From an optimization exercise on the open Yosys and OpenROAD flow, aimed at small area; shortcuts taken in it are not production practice.
In this exercise RTL edits were held to simulation tests only and were not proved equivalent to the original.
Power and IR drop assume default switching activity.

==> inputs of run C <==
// ram_top
module ram_top
#(
    parameter int ADDR_DEPTH = 256
) (
    input  logic                              clk,
    input  logic                              rst_n,
    input  logic                              rd_req_i,
    input  logic [$clog2(ADDR_DEPTH)-1:0]     rd_addr_i,
    input  logic [1:0]                        rd_size_i,
    output logic [63:0]                       rd_data_o,
    output logic                              rd_idle_o,
    output logic                              rd_valid_o,
    output logic                              rd_invalid_o,
    input  logic                              wr_req_i,
    input  logic [$clog2(ADDR_DEPTH)-1:0]     wr_addr_i,
    input  logic [1:0]                        wr_size_i,
    input  logic [63:0]                       wr_data_i,
    output logic                              wr_idle_o,
    output logic                              wr_done_o,
    output logic                              wr_invalid_o,
    output logic [31:0]                       rsvd_regs_o
);
clock: 10.0 ns
lec_check: 0
cap_margin: 20
core_margin: 2
core_utilization: 60
place_density: 0.7
slew_margin: 20
synth_hierarchical: 1
standard.sh (not shown) runs the stock make flow with config.mk's settings and CLKGATE_MAP_FILE= SYNTH_SCRIPT=/design/flow/synth_recipe.tcl, a recipe that flattens the netlist after the stock synthesis.
==> flow/flow/run.sh <==
#!/bin/bash
# Own layout flow: the standard layout (standard.sh) with two changes,
# passed to ORFS through the variables its scripts read:
#  - ports are buffered with the smallest buffer (buf_1) instead of the
#    default clkdlybuf4s50_1;
#  - clock tree synthesis uses clkbuf_4 with sink clusters of at most 10
#    flip-flops and inserts no dummy loads.
# Each ORFS stage's output goes to a log file of its own in this folder.
set -euo pipefail
export BUFFER_PORTS_ARGS="-buffer_cell sky130_fd_sc_hd__buf_1"
export CTS_ARGS="-sink_clustering_enable -repair_clock_nets -dont_use_dummy_load -buf_list sky130_fd_sc_hd__clkbuf_4 -sink_clustering_size 10 -sink_clustering_max_diameter 40 -distance_between_buffers 300"
for step in synth floorplan place cts route finish; do
    bash standard.sh "$step" > "flow_${step}.log" 2>&1
done
==> run D (differences from run C) <==
CORE_UTILIZATION = 70   (was 60)
PLACE_DENSITY = 0.8   (was 0.7)
==> run M (differences from run C) <==
--- a/flow/design.v
+++ b/flow/design.v
@@ -140,35 +140,24 @@
 module ram_col_set (
     input  logic cz_i,
     input  logic rst_n,
     output logic cz_o
 );
     assign cz_o = cz_i && rst_n;
 endmodule
-module ram_wr_pre (
-    input  logic       rst_n,
-    input  logic       commit_i,
-    input  logic [4:0] blk_i,
-    output logic [3:0] hi_o,
-    output logic [7:0] lo_o
+module ram_wr_dec (
+    input  logic        rst_n,
+    input  logic        commit_i,
+    input  logic [4:0]  blk_i,
+    output logic [31:0] row_n_o
 );
-    for (genvar i = 0; i < 4; i++) begin : g_hi
-        assign hi_o[i] = (commit_i && blk_i[4:3] == 2'(i)) || !rst_n;
-    end
-    for (genvar j = 0; j < 8; j++) begin : g_lo
-        assign lo_o[j] = (blk_i[2:0] == 3'(j)) || !rst_n;
+    for (genvar b = 0; b < 32; b++) begin : g_row
+        assign row_n_o[b] = !((commit_i && blk_i == 5'(b)) || !rst_n);
     end
 endmodule
-module ram_wr_row (
-    input  logic hi_i,
-    input  logic lo_i,
-    output logic row_n_o
-);
-    assign row_n_o = !(hi_i && lo_i);
-endmodule
 module ram_lane_steer (
     input  logic        rst_n,
     input  logic        pol_i,
     input  logic        commit_i,
     input  logic [7:0]  addr_i,
     input  logic [1:0]  size_i,
     input  logic [63:0] data_i,
@@ -233,30 +222,20 @@
                     );
                 end else begin : g_clr
                     assign cz0_o[l*8+k] = cz_o[l*8+k];
                 end
             end
         end
     end
-    logic [3:0] row_hi;
-    logic [7:0] row_lo;
-    ram_wr_pre u_wr_pre (
+    ram_wr_dec u_wr_dec (
         .rst_n   (rst_n),
         .commit_i(commit_i),
         .blk_i   (addr_i[7:3]),
-        .hi_o    (row_hi),
-        .lo_o    (row_lo)
+        .row_n_o (row_n_o)
     );
-    for (genvar b = 0; b < 32; b++) begin : g_row
-        ram_wr_row u_wr_row (
-            .hi_i   (row_hi[b / 8]),
-            .lo_i   (row_lo[b % 8]),
-            .row_n_o(row_n_o[b])
-        );
-    end
 endmodule
 module ram_hold (
     input  logic q_i,
     input  logic cz_i,
     input  logic row_n_i,
     input  logic we_i,
     output logic d_o
@@ -292,47 +271,24 @@
     input  logic [4:0]  blk_i,
     output logic [31:0] row_o
 );
     for (genvar b = 0; b < 32; b++) begin : g_row
         assign row_o[b] = (blk_i == 5'(b));
     end
 endmodule
-module ram_nand4 (
-    input  logic [3:0] a_i,
+module ram_or_tail (
+    input  logic [9:0] grp_n_i,
+    input  logic       a_i,
+    input  logic       b_i,
+    input  logic       sa_i,
+    input  logic       sb_i,
+    input  logic       pol_i,
     output logic       y_o
 );
-    assign y_o = !(&a_i);
-endmodule
-module ram_nand2 (
-    input  logic [1:0] a_i,
-    output logic       y_o
-);
-    assign y_o = !(&a_i);
-endmodule
-module ram_ao22 (
-    input  logic a_i,
-    input  logic b_i,
-    input  logic sa_i,
-    input  logic sb_i,
-    output logic y_o
-);
-    assign y_o = (a_i && sa_i) || (b_i && sb_i);
-endmodule
-module ram_or4 (
-    input  logic [3:0] a_i,
-    output logic       y_o
-);
-    assign y_o = |a_i;
-endmodule
-module ram_xor (
-    input  logic a_i,
-    input  logic b_i,
-    output logic y_o
-);
-    assign y_o = a_i ^ b_i;
+    assign y_o = (!(&grp_n_i) || (a_i && sa_i) || (b_i && sb_i)) ^ pol_i;
 endmodule
 module ram_rd_sel (
     input  logic [2:0] addr_i,
     input  logic [1:0] size_i,
     output logic [7:0] b0_o,
     output logic       s_lo_o,
     output logic       s_hi_o,
@@ -461,43 +417,23 @@
                 .c_i  (mem[3*g+2][i]),
                 .sa_i (rd_row[3*g]),
                 .sb_i (rd_row[3*g+1]),
                 .sc_i (rd_row[3*g+2]),
                 .y_n_o(grp_n[g][i])
             );
         end
-        logic [3:0] part;
-        ram_nand4 u_or_lo (
-            .a_i({grp_n[3][i], grp_n[2][i], grp_n[1][i], grp_n[0][i]}),
-            .y_o(part[0])
-        );
-        ram_nand4 u_or_mid (
-            .a_i({grp_n[7][i], grp_n[6][i], grp_n[5][i], grp_n[4][i]}),
-            .y_o(part[1])
-        );
-        ram_nand2 u_or_hi (
-            .a_i({grp_n[9][i], grp_n[8][i]}),
-            .y_o(part[2])
-        );
-        ram_ao22 u_tail (
-            .a_i (mem[30][i]),
-            .b_i (mem[31][i]),
-            .sa_i(rd_row[30]),
-            .sb_i(rd_row[31]),
-            .y_o (part[3])
-        );
-        logic raw;
-        ram_or4 u_or4 (
-            .a_i(part),
-            .y_o(raw)
-        );
-        ram_xor u_unpol (
-            .a_i(raw),
-            .b_i(pol),
-            .y_o(lane_rd[i])
+        ram_or_tail u_or_tail (
+            .grp_n_i({grp_n[9][i], grp_n[8][i], grp_n[7][i], grp_n[6][i], grp_n[5][i],
+                      grp_n[4][i], grp_n[3][i], grp_n[2][i], grp_n[1][i], grp_n[0][i]}),
+            .a_i    (mem[30][i]),
+            .b_i    (mem[31][i]),
+            .sa_i   (rd_row[30]),
+            .sb_i   (rd_row[31]),
+            .pol_i  (pol),
+            .y_o    (lane_rd[i])
         );
     end
     ram_rd_sel u_rd_sel (
         .addr_i (rd_addr_i[2:0]),
         .size_i (rd_size_i),
         .b0_o   (sel_b0),
         .s_lo_o (sel_lo),
==> flow/run.sh (new file) <==
#!/bin/bash
# synth_recipe.tcl (not shown) runs the flow's synth.tcl, then flattens the netlist and writes it again
# the make line also repeats each setting of config.mk as NAME=value (left out here)
make -C /OpenROAD-flow-scripts/flow DESIGN_CONFIG=/design/flow/config.mk WORK_HOME=/design/flow/orfs CLKGATE_MAP_FILE= SYNTH_SCRIPT=/design/flow/synth_recipe.tcl finish
CTS_BUF_LIST = sky130_fd_sc_hd__clkbuf_4   (was not set)
CTS_CLUSTER_DIAMETER = 40   (was not set)
CTS_CLUSTER_SIZE = 10   (was not set)
removed: flow/flow/run.sh
removed: flow/standard.sh
==> comparison <==
Run D went through all stages and came out clean. Run M passed the timing, DRC and antenna checks. Run C finished with timing, DRC and antenna clean. Critical path depth is the same in run M and run D. Non-clock buffer count, lowest first: run D, run C, run M. Cell count, highest first: run M, run C, run D. Fmax, highest first: run D, run C, run M. The highest global-route usage belongs to run D, the lowest to run M. Between run M and run D, the lower sequential share of layout area is in run M (gap 2.1 points). Via count, lowest first: run C, run M, run D. Against run M, the combinational power of run C is higher by about 11%. Of run M and run D, run M has the higher synthesized area (gap about 0.7%, measured against run D).
==> figures <==
First drt pass iteration count: run C 14; run M 17; run D 17
Share of final layout cell area taken by non-clock buffers: run C 2.77%; run M 4.33%; run D 2.63%
Part of the power in the clock network: run C 21.5%; run M 25.2%; run D 21.3%
Wire length of the first global-routing pass: run C 394 mm; run M 391 mm; run D 385 mm
Beginning of the worst register-to-register path: run C u_byte_array.pol; run M u_wr_ctrl.wr_addr_o[1]; run D u_byte_array.pol
Design Area, Final: run C 75500 um2; run M 77900 um2; run D 75000 um2
Slew margin rel.: run C 19.1%; run M 22.8%; run D 12.1%
Die Span Y: run C 343 um; run M 344 um; run D 318 um
Instance count after placement with tap cells included: run C 7768; run M 7778; run D 7537
Status: run C timing/DRC/antenna clean; run M timing/DRC/antenna clean; run D timing/DRC/antenna clean
Arrival @ worst endpoint: run C 6.37 ns; run M 6.78 ns; run D 6.37 ns
Crit path to: run C rd_data_o[5]; run M rd_data_o[3]; run D rd_data_o[0]
Post-synthesis to final-layout area growth: run C 9.43%; run M 12.2%; run D 8.81%
P_int: run C 12.6 mW; run M 12.4 mW; run D 12.5 mW
Clock edge transition at the registers on the reported setup and hold paths: run C 0.08 ns; run M 0.10 ns; run D 0.10 ns
CP most frequent cell: run C sky130_fd_sc_hd__nand2_1; run M -; run D sky130_fd_sc_hd__nand4_1
Die footprint: run C 118000 um2; run M 118000 um2; run D 101000 um2
Post-synth net total: run C 6006; run M 6005; run D 6006
Layout cell share with drive strength beyond 1: run C 8.79%; run M 10.9%; run D 8.62%

[re-timing with driven ports]
Ports are ideal in the flow. The routed layouts listed here were re-timed in OpenROAD. Step 1: set_driving_cell puts a clkbuf_16 on clk and a buf_2 on each other input, an assumption about the parent block. Step 2 also shifts input and output timing later by t, the mid clock arrival at the registers, as if the neighbouring blocks saw the same clock. Three values: ideal, step 1, step 2; two values: the first two.
| run | t, ns | setup slack, ns | worst setup path at the end | slew at the worst register clock pin (ns) | worst data-port slew with drivers (ns) |
|---|---|---|---|---|---|
| run C | 1.393 | 1.625 / 1.549 / 2.942 | register to output | 0.12 / 0.12 | 0.18 |
| run D | 1.389 | 1.632 / 1.557 / 2.946 | register to output | 0.12 / 0.12 | 0.13 |
| run M | 1.378 | 1.222 / 1.142 / 2.521 | register to output | 0.11 / 0.11 | 0.08 |
After both steps setup and hold are still met in every run listed.
